Source: an optimization exercise on an open RTL-to-GDS flow (aim: small area, a short achievable clock period and few clock cycles). Production flows keep margins and buffers that such runs may drop.
Function was checked by simulation only, so behaviour that the tests miss may differ from the original.
Power figures rest on the tool's default switching activity, not on a simulated workload.

==> raven <==
==> flow/design.v <==
package dcache_geom_pkg;
  typedef logic [32-1:0] word_t;   
  typedef logic [26-1:0]  tag_t;    
  typedef logic [3-1:0]  index_t;  
  typedef logic [$clog2(2)-1:0] way_sel_t;
  typedef struct packed {
    tag_t                                 tag;
    index_t                               idx;
    logic [$clog2(2)-1:0]   blkoff;   
    logic [2-1:0]        bytoff;   
  } dc_addr_t;
  typedef struct packed {
    tag_t                          tag;
    word_t [2-1:0]   block;   
    logic                          valid;
    logic                          dirty;   
  } line_t;
endpackage
package dcache_ctrl_pkg;
  typedef enum logic [3:0] {
    IDLE,        
    WB0,         
    WB1,         
    FILL0,       
    FILL1,       
    FLUSH_W0L,   
    FLUSH_W0H,
    FLUSH_W1L,
    FLUSH_W1H,   
    FLUSHED      
  } dc_state_e;
  typedef enum logic [2:0] {
    NONE,
    HIT_WRITE,   
    FILL_WORD,   
    FILL_LAST,   
    CLEAN,       
    CLEAR_ALL    
  } arr_cmd_e;
endpackage
module dcache (
  input  logic                     CLK,
  input  logic                     nRST,
  input  logic                     dmemREN,
  input  logic                     dmemWEN,
  input  logic                     halt,
  input  logic [31:0]              dmemaddr,
  input  logic [31:0]              dmemstore,
  output logic                     dhit,
  output logic                     flushed,
  output logic [31:0]              dmemload,
  input  logic [31:0]              wb_dat_i,
  input  logic                     wb_ack,
  output logic                     wb_cyc,
  output logic                     wb_stb,
  output logic                     wb_we,
  output logic [31:0]              wb_adr,
  output logic [31:0]              wb_dat_o
);
  localparam int NS = 8;
  localparam int TW = 26;
  typedef enum logic [2:0] {
    IDLE,    
    WB0,     
    WB1,     
    RD0,     
    RD1,     
    FLUSH    
  } state_e;
  logic [TW-1:0] a_tag;
  logic [2:0]    a_idx;
  logic          a_off;
  assign a_tag = dmemaddr[31:6];
  assign a_idx = dmemaddr[5:3];
  assign a_off = dmemaddr[2];
  logic [TW-1:0] tag_q  [2][NS];
  logic [31:0]   data_q [2][NS][2];
  logic [NS-1:0] valid_q [2];
  logic [NS-1:0] dirty_q [2];
  logic [NS-1:0] lru_q;           
  state_e        state_q, state_d;
  logic [3:0]    fsel_q, fsel_d;  
  logic          fword_q;         
  logic          req;
  logic          fl;
  logic [2:0]    ridx;            
  logic [TW-1:0] rtag [2];
  logic [31:0]   rdat [2][2];
  logic [1:0]    m;               
  logic          vway;            
  logic          vdirty;
  logic          bword;           
  logic          fill_we;         
  logic          fill_done;       
  logic [31:0]   wdata [2];
  assign req  = dmemREN | dmemWEN;
  assign fl   = (state_q == FLUSH);
  assign ridx = fl ? fsel_q[3:1] : a_idx;
  always_comb begin
    for (int w = 0; w < 2; w++) begin
      rtag[w] = tag_q[w][ridx];
      for (int b = 0; b < 2; b++) rdat[w][b] = data_q[w][ridx][b];
    end
  end
  always_comb begin
    for (int w = 0; w < 2; w++)
      m[w] = req && valid_q[w][ridx] && (rtag[w] == a_tag);
  end
  assign vway   = fl ? fsel_q[0] : lru_q[ridx];
  assign vdirty = dirty_q[vway][ridx];
  assign dmemload = m[1] ? rdat[1][a_off] : (m[0] ? rdat[0][a_off] : wb_dat_i);
  assign wdata[0] = (dmemWEN && !a_off) ? dmemstore : wb_dat_i;
  assign wdata[1] = (dmemWEN &&  a_off) ? dmemstore : wb_dat_i;
  always_comb begin
    state_d   = state_q;
    wb_cyc    = 1'b0;
    wb_we     = 1'b0;
    bword     = 1'b0;
    fill_we   = 1'b0;
    fill_done = 1'b0;
    dhit      = m[0] | m[1];
    flushed   = 1'b0;
    case (state_q)
      IDLE: begin
        if (halt) begin
          state_d = FLUSH;
        end else if (req && !(m[0] | m[1])) begin
          wb_cyc = 1'b1;
          if (vdirty) begin
            wb_we = 1'b1;
            if (wb_ack) state_d = WB1;
            else        state_d = WB0;
          end else begin
            bword   = !a_off;
            fill_we = wb_ack;
            if (wb_ack) state_d = RD1;
            else        state_d = RD0;
          end
        end
      end
      WB0: begin
        wb_cyc = 1'b1;
        wb_we  = 1'b1;
        if (wb_ack) state_d = WB1;
      end
      WB1: begin
        wb_cyc = 1'b1;
        wb_we  = 1'b1;
        bword  = 1'b1;
        if (wb_ack) state_d = RD0;
      end
      RD0: begin
        wb_cyc  = 1'b1;
        bword   = !a_off;
        fill_we = wb_ack;
        if (wb_ack) state_d = RD1;
      end
      RD1: begin
        wb_cyc    = 1'b1;
        bword     = a_off;
        fill_we   = wb_ack;
        fill_done = wb_ack;
        dhit      = wb_ack;
        if (wb_ack) state_d = IDLE;
      end
      FLUSH: begin
        wb_cyc  = vdirty;
        wb_we   = vdirty;
        bword   = fword_q;
        flushed = !vdirty;
      end
      default: state_d = IDLE;
    endcase
  end
  assign wb_stb   = wb_cyc;
  assign wb_adr   = {(wb_we ? rtag[vway] : a_tag), ridx, bword, 2'b00};
  assign wb_dat_o = rdat[vway][bword];
  always_comb begin
    logic [15:0] d;
    for (int s = 0; s < NS; s++) begin
      d[2*s]   = dirty_q[0][s];
      d[2*s+1] = dirty_q[1][s];
    end
    if (fl) d[fsel_q] = 1'b0;
    fsel_d = fsel_q;
    for (int i = 15; i >= 0; i--) if (d[i]) fsel_d = 4'(i);
  end
  always_ff @(posedge CLK) begin
    for (int w = 0; w < 2; w++)
      for (int s = 0; s < NS; s++) begin
        if (fill_done && vway == w && a_idx == s) tag_q[w][s] <= a_tag;
        for (int b = 0; b < 2; b++)
          if ((dmemWEN && m[w] && a_idx == s && a_off == b) ||
              (fill_we && vway == w && a_idx == s && bword == b))
            data_q[w][s][b] <= wdata[b];
      end
  end
  always_ff @(posedge CLK, negedge nRST) begin
    if (!nRST) begin
      for (int w = 0; w < 2; w++) begin
        valid_q[w] <= '0;
        dirty_q[w] <= '0;
      end
      lru_q <= '0;
    end else begin
      for (int w = 0; w < 2; w++)
        for (int s = 0; s < NS; s++) begin
          if (fill_done && vway == w && a_idx == s) begin
            valid_q[w][s] <= 1'b1;
            dirty_q[w][s] <= dmemWEN;
          end
          if (dmemWEN && m[w] && a_idx == s) dirty_q[w][s] <= 1'b1;
          if (fl && wb_ack && fword_q && vdirty && fsel_q == 4'(2*s+w)) dirty_q[w][s] <= 1'b0;
        end
      for (int s = 0; s < NS; s++) begin
        if (m[0] && a_idx == s) lru_q[s] <= 1'b1;
        if (m[1] && a_idx == s) lru_q[s] <= 1'b0;
        if (fill_done && a_idx == s) lru_q[s] <= !vway;
      end
    end
  end
  always_ff @(posedge CLK, negedge nRST) begin
    if (!nRST) begin
      state_q <= IDLE;
      fsel_q  <= '0;
      fword_q <= 1'b0;
    end else begin
      state_q <= state_d;
      if ((state_q == IDLE && halt) || (fl && wb_ack && fword_q && vdirty)) fsel_q <= fsel_d;
      if (fl && wb_ack && vdirty) fword_q <= !fword_q;
    end
  end
endmodule
==> flow/run.sh <==
#!/bin/bash
# synth_recipe.tcl (not shown) runs the flow's synth.tcl, then flattens the netlist and writes it again
# the make line also repeats each setting of config.mk as NAME=value (left out here)
make -C /OpenROAD-flow-scripts/flow DESIGN_CONFIG=/design/flow/config.mk WORK_HOME=/design/flow/orfs CLKGATE_MAP_FILE= SYNTH_SCRIPT=/design/flow/synth_recipe.tcl finish
==> flow/config.mk <==
export PLATFORM = sky130hd
export DESIGN_NAME = dcache
export DESIGN_NICKNAME = dcache
export VERILOG_FILES = /design/flow/design.v
export SDC_FILE = /design/flow/constraint.sdc
export NUM_CORES = 4
export LEC_CHECK = 0
export CAP_MARGIN = 20
export CORE_MARGIN = 2
export CORE_UTILIZATION = 40
export SETUP_SLACK_MARGIN = 0.3
export SLEW_MARGIN = 20
==> flow/constraint.sdc <==
create_clock -name core_clock -period 7.5 [get_ports {CLK}]
set_input_delay 1.5000 -clock core_clock [delete_from_list [all_inputs] [get_ports {CLK}]]
set_output_delay 1.5000 -clock core_clock [all_outputs]
set_load 0.01 [all_outputs]
==> inputs of pepper, as changes to raven <==
==> flow/design.v, changed modules only <==
module dcache (
  input  logic                     CLK,
  input  logic                     nRST,
  input  logic                     dmemREN,
  input  logic                     dmemWEN,
  input  logic                     halt,
  input  logic [31:0]              dmemaddr,
  input  logic [31:0]              dmemstore,
  output logic                     dhit,
  output logic                     flushed,
  output logic [31:0]              dmemload,
  input  logic [31:0]              wb_dat_i,
  input  logic                     wb_ack,
  output logic                     wb_cyc,
  output logic                     wb_stb,
  output logic                     wb_we,
  output logic [31:0]              wb_adr,
  output logic [31:0]              wb_dat_o
);
  localparam int NS = 8;
  localparam int TW = 26;
  logic [TW-1:0] a_tag;
  logic [2:0]    a_idx;
  logic          a_off;
  assign a_tag = dmemaddr[31:6];
  assign a_idx = dmemaddr[5:3];
  assign a_off = dmemaddr[2];
  logic [TW-1:0] tag_q  [2][NS];
  logic [31:0]   data_q [2][NS][2];
  logic [NS-1:0] valid_q [2];
  logic [NS-1:0] dirty_q [2];
  logic [NS-1:0] lru_q;           
  logic          idle;            
  logic          rd0;             
  logic          rd1;             
  logic          fl;              
  logic [3:0]    fsel_q;          
  logic          wbuf_v;          
  logic          wbuf_word;       
  logic [TW-1:0] wbuf_tag;
  logic [2:0]    wbuf_idx;
  logic [31:0]   wbuf_d [2];
  logic          req;
  logic [2:0]    ridx;            
  logic [TW-1:0] rtag [2];
  logic [31:0]   rdat [2][2];
  logic [NS-1:0] lhit [2];        
  logic [1:0]    m;               
  logic          sel1;            
  logic          miss;
  logic          vway;            
  logic          vdirty;
  logic [NS-1:0] vdirty_s;        
  logic          any_dirty;
  logic          drain;           
  logic          last_ack;        
  logic          wbuf_set;        
  logic          fill_start;      
  logic          fill_we;         
  logic          fill_done;       
  logic          rword;           
  logic [31:0]   wdata [2];
  assign req  = dmemREN | dmemWEN;
  assign ridx = fl ? fsel_q[3:1] : a_idx;
  always_comb begin
    for (int w = 0; w < 2; w++) begin
      rtag[w] = tag_q[w][ridx];
      for (int b = 0; b < 2; b++) rdat[w][b] = data_q[w][ridx][b];
    end
  end
  always_comb begin
    for (int w = 0; w < 2; w++)
      for (int s = 0; s < NS; s++)
        lhit[w][s] = valid_q[w][s] && (tag_q[w][s] == a_tag);
    for (int w = 0; w < 2; w++)
      m[w] = req && lhit[w][a_idx];
  end
  always_comb begin
    for (int s = 0; s < NS; s++) vdirty_s[s] = dirty_q[lru_q[s]][s];
  end
  assign vway      = fl ? fsel_q[0] : lru_q[ridx];
  assign vdirty    = fl ? dirty_q[fsel_q[0]][fsel_q[3:1]] : vdirty_s[a_idx];
  assign any_dirty = |{dirty_q[1], dirty_q[0]};
  assign sel1     = lhit[1][a_idx];
  assign dmemload = sel1 ? rdat[1][a_off] : (idle ? rdat[0][a_off] : wb_dat_i);
  assign dhit     = m[0] | m[1] | (rd1 & wb_ack);
  assign miss     = idle && req && !(m[0] | m[1]);
  assign wdata[0] = (dmemWEN && !a_off) ? dmemstore : wb_dat_i;
  assign wdata[1] = (dmemWEN &&  a_off) ? dmemstore : wb_dat_i;
  assign drain      = wbuf_v && (idle || fl);
  assign last_ack   = drain && wb_ack && wbuf_word;
  assign fill_start = miss && !wbuf_v;
  assign rword      = rd1 ? a_off : !a_off;
  assign fill_we    = wb_ack && (rd0 || rd1 || fill_start);
  assign fill_done  = wb_ack && rd1;
  assign wbuf_set   = (fill_start && vdirty) ||
                      (fl && vdirty && (!wbuf_v || last_ack));
  assign wb_cyc   = drain || rd0 || rd1 || fill_start;
  assign wb_stb   = wb_cyc;
  assign wb_we    = drain;
  assign wb_adr   = drain ? {wbuf_tag, wbuf_idx, wbuf_word, 2'b00}
                          : {a_tag, a_idx, rword, 2'b00};
  assign wb_dat_o = wbuf_d[wbuf_word];
  assign flushed  = fl && !wbuf_v && !any_dirty;
  always_ff @(posedge CLK) begin
    for (int w = 0; w < 2; w++)
      for (int s = 0; s < NS; s++) begin
        if (fill_done && vway == w && a_idx == s) tag_q[w][s] <= a_tag;
        for (int b = 0; b < 2; b++)
          if ((dmemWEN && m[w] && a_idx == s && a_off == b) ||
              (fill_we && vway == w && a_idx == s && rword == b))
            data_q[w][s][b] <= wdata[b];
      end
    if (!wbuf_v || last_ack) begin
      wbuf_tag  <= rtag[vway];
      wbuf_idx  <= ridx;
      wbuf_d[0] <= rdat[vway][0];
      wbuf_d[1] <= rdat[vway][1];
    end
  end
  always_ff @(posedge CLK, negedge nRST) begin
    if (!nRST) begin
      for (int w = 0; w < 2; w++) begin
        valid_q[w] <= '0;
        dirty_q[w] <= '0;
      end
      lru_q <= '0;
    end else begin
      for (int w = 0; w < 2; w++)
        for (int s = 0; s < NS; s++) begin
          if (fill_done && vway == w && a_idx == s) begin
            valid_q[w][s] <= 1'b1;
            dirty_q[w][s] <= dmemWEN;
          end
          if (dmemWEN && m[w] && a_idx == s) dirty_q[w][s] <= 1'b1;
          if (fl && wbuf_set && fsel_q == 4'(2*s+w)) dirty_q[w][s] <= 1'b0;
        end
      for (int s = 0; s < NS; s++) begin
        if (m[0] && a_idx == s) lru_q[s] <= 1'b1;
        if (m[1] && a_idx == s) lru_q[s] <= 1'b0;
        if (fill_done && a_idx == s) lru_q[s] <= !vway;
      end
    end
  end
  always_ff @(posedge CLK, negedge nRST) begin
    if (!nRST) begin
      idle      <= 1'b1;
      rd0       <= 1'b0;
      rd1       <= 1'b0;
      fl        <= 1'b0;
      fsel_q    <= '0;
      wbuf_v    <= 1'b0;
      wbuf_word <= 1'b0;
    end else begin
      if (idle) begin
        if (halt) begin
          idle <= 1'b0;
          fl   <= 1'b1;
        end else if (fill_start) begin
          idle <= 1'b0;
          rd0  <= !wb_ack;
          rd1  <= wb_ack;
        end
      end
      if (rd0 && wb_ack) begin
        rd0 <= 1'b0;
        rd1 <= 1'b1;
      end
      if (rd1 && wb_ack) begin
        rd1  <= 1'b0;
        idle <= 1'b1;
      end
      for (int i = 15; i >= 0; i--)
        if (dirty_q[i % 2][i / 2]) fsel_q <= 4'(i);
      if (wbuf_set)      wbuf_v <= 1'b1;
      else if (last_ack) wbuf_v <= 1'b0;
      if (drain && wb_ack) wbuf_word <= !wbuf_word;
    end
  end
endmodule
Settings changed: ABC_CLOCK_PERIOD_IN_PS set to 5000, CORE_UTILIZATION 40 to 65, CTS_BUF_LIST set to sky130_fd_sc_hd__clkbuf_16, CTS_CLUSTER_DIAMETER set to 60, CTS_CLUSTER_SIZE set to 30, SETUP_SLACK_MARGIN 0.3 to 2.5, TNS_END_PERCENT set to 0.
==> inputs of lagoon, as changes to raven <==
==> flow/design.v, changed modules only <==
module dcache (
  input  logic                     CLK,
  input  logic                     nRST,
  input  logic                     dmemREN,
  input  logic                     dmemWEN,
  input  logic                     halt,
  input  logic [31:0]              dmemaddr,
  input  logic [31:0]              dmemstore,
  output logic                     dhit,
  output logic                     flushed,
  output logic [31:0]              dmemload,
  input  logic [31:0]              wb_dat_i,
  input  logic                     wb_ack,
  output logic                     wb_cyc,
  output logic                     wb_stb,
  output logic                     wb_we,
  output logic [31:0]              wb_adr,
  output logic [31:0]              wb_dat_o
);
  localparam int NS = 8;
  localparam int TW = 26;
  typedef enum logic [2:0] {
    IDLE,    
    WB0,     
    WB1,     
    RD0,     
    RD1,     
    FLUSH    
  } state_e;
  logic [TW-1:0] a_tag;
  logic [2:0]    a_idx;
  logic          a_off;
  assign a_tag = dmemaddr[31:6];
  assign a_idx = dmemaddr[5:3];
  assign a_off = dmemaddr[2];
  logic [TW-1:0] tag_q  [2][NS];
  logic [31:0]   data_q [2][NS][2];
  logic [NS-1:0] valid_q [2];
  logic [NS-1:0] dirty_q [2];
  logic [NS-1:0] lru_q;           
  state_e        state_q, state_d;
  logic [3:0]    fsel_q, fsel_d;  
  logic          fword_q;         
  logic          req;
  logic          fl;              
  logic [2:0]    ridx;            
  logic [TW-1:0] rtag [2];
  logic [31:0]   rdat [2][2];
  logic [1:0]    m;               
  logic [NS-1:0] lhit [2];        
  logic          vway;            
  logic          vdirty;
  logic          bword;           
  logic          fill_we;         
  logic          fill_done;       
  logic [31:0]   wdata [2];
  logic          idle;            
  logic          sel1;            
  logic          wsel;            
  logic          dword;           
  logic [NS-1:0] vdirty_s;        
  assign req  = dmemREN | dmemWEN;
  assign ridx = fl ? fsel_q[3:1] : a_idx;
  always_comb begin
    for (int w = 0; w < 2; w++) begin
      rtag[w] = tag_q[w][ridx];
      for (int b = 0; b < 2; b++) rdat[w][b] = data_q[w][ridx][b];
    end
  end
  always_comb begin
    for (int w = 0; w < 2; w++)
      for (int s = 0; s < NS; s++)
        lhit[w][s] = valid_q[w][s] && (tag_q[w][s] == a_tag);
    for (int w = 0; w < 2; w++)
      m[w] = req && lhit[w][a_idx];
  end
  always_comb begin
    for (int s = 0; s < NS; s++) vdirty_s[s] = dirty_q[lru_q[s]][s];
  end
  assign vway   = fl ? fsel_q[0] : lru_q[ridx];
  assign vdirty = fl ? dirty_q[fsel_q[0]][fsel_q[3:1]] : vdirty_s[a_idx];
  assign sel1     = lhit[1][a_idx];
  assign dmemload = sel1 ? rdat[1][a_off] : (idle ? rdat[0][a_off] : wb_dat_i);
  assign wdata[0] = (dmemWEN && !a_off) ? dmemstore : wb_dat_i;
  assign wdata[1] = (dmemWEN &&  a_off) ? dmemstore : wb_dat_i;
  assign wsel = (state_q == WB0) || (state_q == WB1) || fl || (idle && vdirty);
  always_comb begin
    case (state_q)
      IDLE:    bword = vdirty ? 1'b0 : !a_off;
      WB0:     bword = 1'b0;
      WB1:     bword = 1'b1;
      RD0:     bword = !a_off;
      RD1:     bword = a_off;
      default: bword = fword_q;
    endcase
  end
  always_comb begin
    state_d   = state_q;
    wb_cyc    = 1'b0;
    fill_we   = 1'b0;
    fill_done = 1'b0;
    dhit      = m[0] | m[1];
    flushed   = 1'b0;
    case (state_q)
      IDLE: begin
        if (halt) begin
          state_d = FLUSH;
        end else if (req && !(m[0] | m[1])) begin
          wb_cyc = 1'b1;
          if (vdirty) begin
            if (wb_ack) state_d = WB1;
            else        state_d = WB0;
          end else begin
            fill_we = wb_ack;
            if (wb_ack) state_d = RD1;
            else        state_d = RD0;
          end
        end
      end
      WB0: begin
        wb_cyc = 1'b1;
        if (wb_ack) state_d = WB1;
      end
      WB1: begin
        wb_cyc = 1'b1;
        if (wb_ack) state_d = RD0;
      end
      RD0: begin
        wb_cyc  = 1'b1;
        fill_we = wb_ack;
        if (wb_ack) state_d = RD1;
      end
      RD1: begin
        wb_cyc    = 1'b1;
        fill_we   = wb_ack;
        fill_done = wb_ack;
        dhit      = wb_ack;
        if (wb_ack) state_d = IDLE;
      end
      FLUSH: begin
        wb_cyc  = vdirty;
        flushed = !vdirty;
      end
      default: state_d = IDLE;
    endcase
  end
  assign wb_stb   = wb_cyc;
  assign wb_we    = wsel;
  assign wb_adr   = {(wsel ? rtag[vway] : a_tag), ridx, bword, 2'b00};
  assign dword    = (state_q == WB1) || (fl && fword_q);
  assign wb_dat_o = rdat[vway][dword];
  always_comb begin
    logic [15:0] d;
    for (int s = 0; s < NS; s++) begin
      d[2*s]   = dirty_q[0][s];
      d[2*s+1] = dirty_q[1][s];
    end
    if (fl) d[fsel_q] = 1'b0;
    fsel_d = fsel_q;
    for (int i = 15; i >= 0; i--) if (d[i]) fsel_d = 4'(i);
  end
  always_ff @(posedge CLK) begin
    for (int w = 0; w < 2; w++)
      for (int s = 0; s < NS; s++) begin
        if (fill_done && vway == w && a_idx == s) tag_q[w][s] <= a_tag;
        for (int b = 0; b < 2; b++)
          if ((dmemWEN && m[w] && a_idx == s && a_off == b) ||
              (fill_we && vway == w && a_idx == s && bword == b))
            data_q[w][s][b] <= wdata[b];
      end
  end
  always_ff @(posedge CLK, negedge nRST) begin
    if (!nRST) begin
      for (int w = 0; w < 2; w++) begin
        valid_q[w] <= '0;
        dirty_q[w] <= '0;
      end
      lru_q <= '0;
    end else begin
      for (int w = 0; w < 2; w++)
        for (int s = 0; s < NS; s++) begin
          if (fill_done && vway == w && a_idx == s) begin
            valid_q[w][s] <= 1'b1;
            dirty_q[w][s] <= dmemWEN;
          end
          if (dmemWEN && m[w] && a_idx == s) dirty_q[w][s] <= 1'b1;
          if (fl && wb_ack && fword_q && vdirty && fsel_q == 4'(2*s+w)) dirty_q[w][s] <= 1'b0;
        end
      for (int s = 0; s < NS; s++) begin
        if (m[0] && a_idx == s) lru_q[s] <= 1'b1;
        if (m[1] && a_idx == s) lru_q[s] <= 1'b0;
        if (fill_done && a_idx == s) lru_q[s] <= !vway;
      end
    end
  end
  always_ff @(posedge CLK, negedge nRST) begin
    if (!nRST) begin
      state_q <= IDLE;
      idle    <= 1'b1;
      fl      <= 1'b0;
      fsel_q  <= '0;
      fword_q <= 1'b0;
    end else begin
      state_q <= state_d;
      idle    <= (state_d == IDLE);
      fl      <= (state_d == FLUSH);
      if ((state_q == IDLE && halt) || (fl && wb_ack && fword_q && vdirty)) fsel_q <= fsel_d;
      if (fl && wb_ack && vdirty) fword_q <= !fword_q;
    end
  end
endmodule
Settings changed: ABC_CLOCK_PERIOD_IN_PS set to 5000, CORE_UTILIZATION 40 to 65, CTS_BUF_LIST set to sky130_fd_sc_hd__clkbuf_8, SETUP_SLACK_MARGIN 0.3 to 2.5, TNS_END_PERCENT set to 0.
==> run notes <==
Critical path depth: pepper is lower than lagoon (1). Non-clock buffer count: pepper < lagoon < raven. In raven the via count is lower than in pepper, by 7.2%. The highest combinational power belongs to raven, the lowest to pepper.
Testbench counts of raven, summed over its fixed seeds: cycles 18,876.
Testbench counts of pepper, summed over its fixed seeds: cycles 17,867.
Testbench counts of lagoon, summed over its fixed seeds: cycles 18,876.

==> afterwards: timing with drivers on the ports <==
Ports are ideal in the flow. The routed layouts listed here were re-timed in OpenROAD. Step 1 assumes that a clkbuf_16 drives the clock port and a buf_2 every other input. Step 2 moves the port delays by t, midway between the first and last clock arrival at a register: inputs arrive t later, outputs are due t later. That takes back most of the time a late clock gives input paths. a / b / c = ideal / step 1 / step 2; a / b = the first two.
run	t (ns)	setup slack, ns	worst hold slack (ns)	worst setup path at the end	clock arrival spread, ns
raven	0.859	0.139 / 0.084 / 0.084	0.468 / 0.468 / 0.468	input to output	0.068 / 0.067
pepper	0.806	1.792 / 1.706 / 0.959	0.478 / 0.478 / 0.478	input to register	0.030 / 0.029
lagoon	1.002	1.768 / 1.745 / 1.408	0.469 / 0.469 / 0.469	input to register	0.045 / 0.045
After both steps setup and hold are still met in every run listed. For pepper, which loses most, drivers alone change the setup slack by -0.086 ns; drivers and shift together by -0.833 ns.
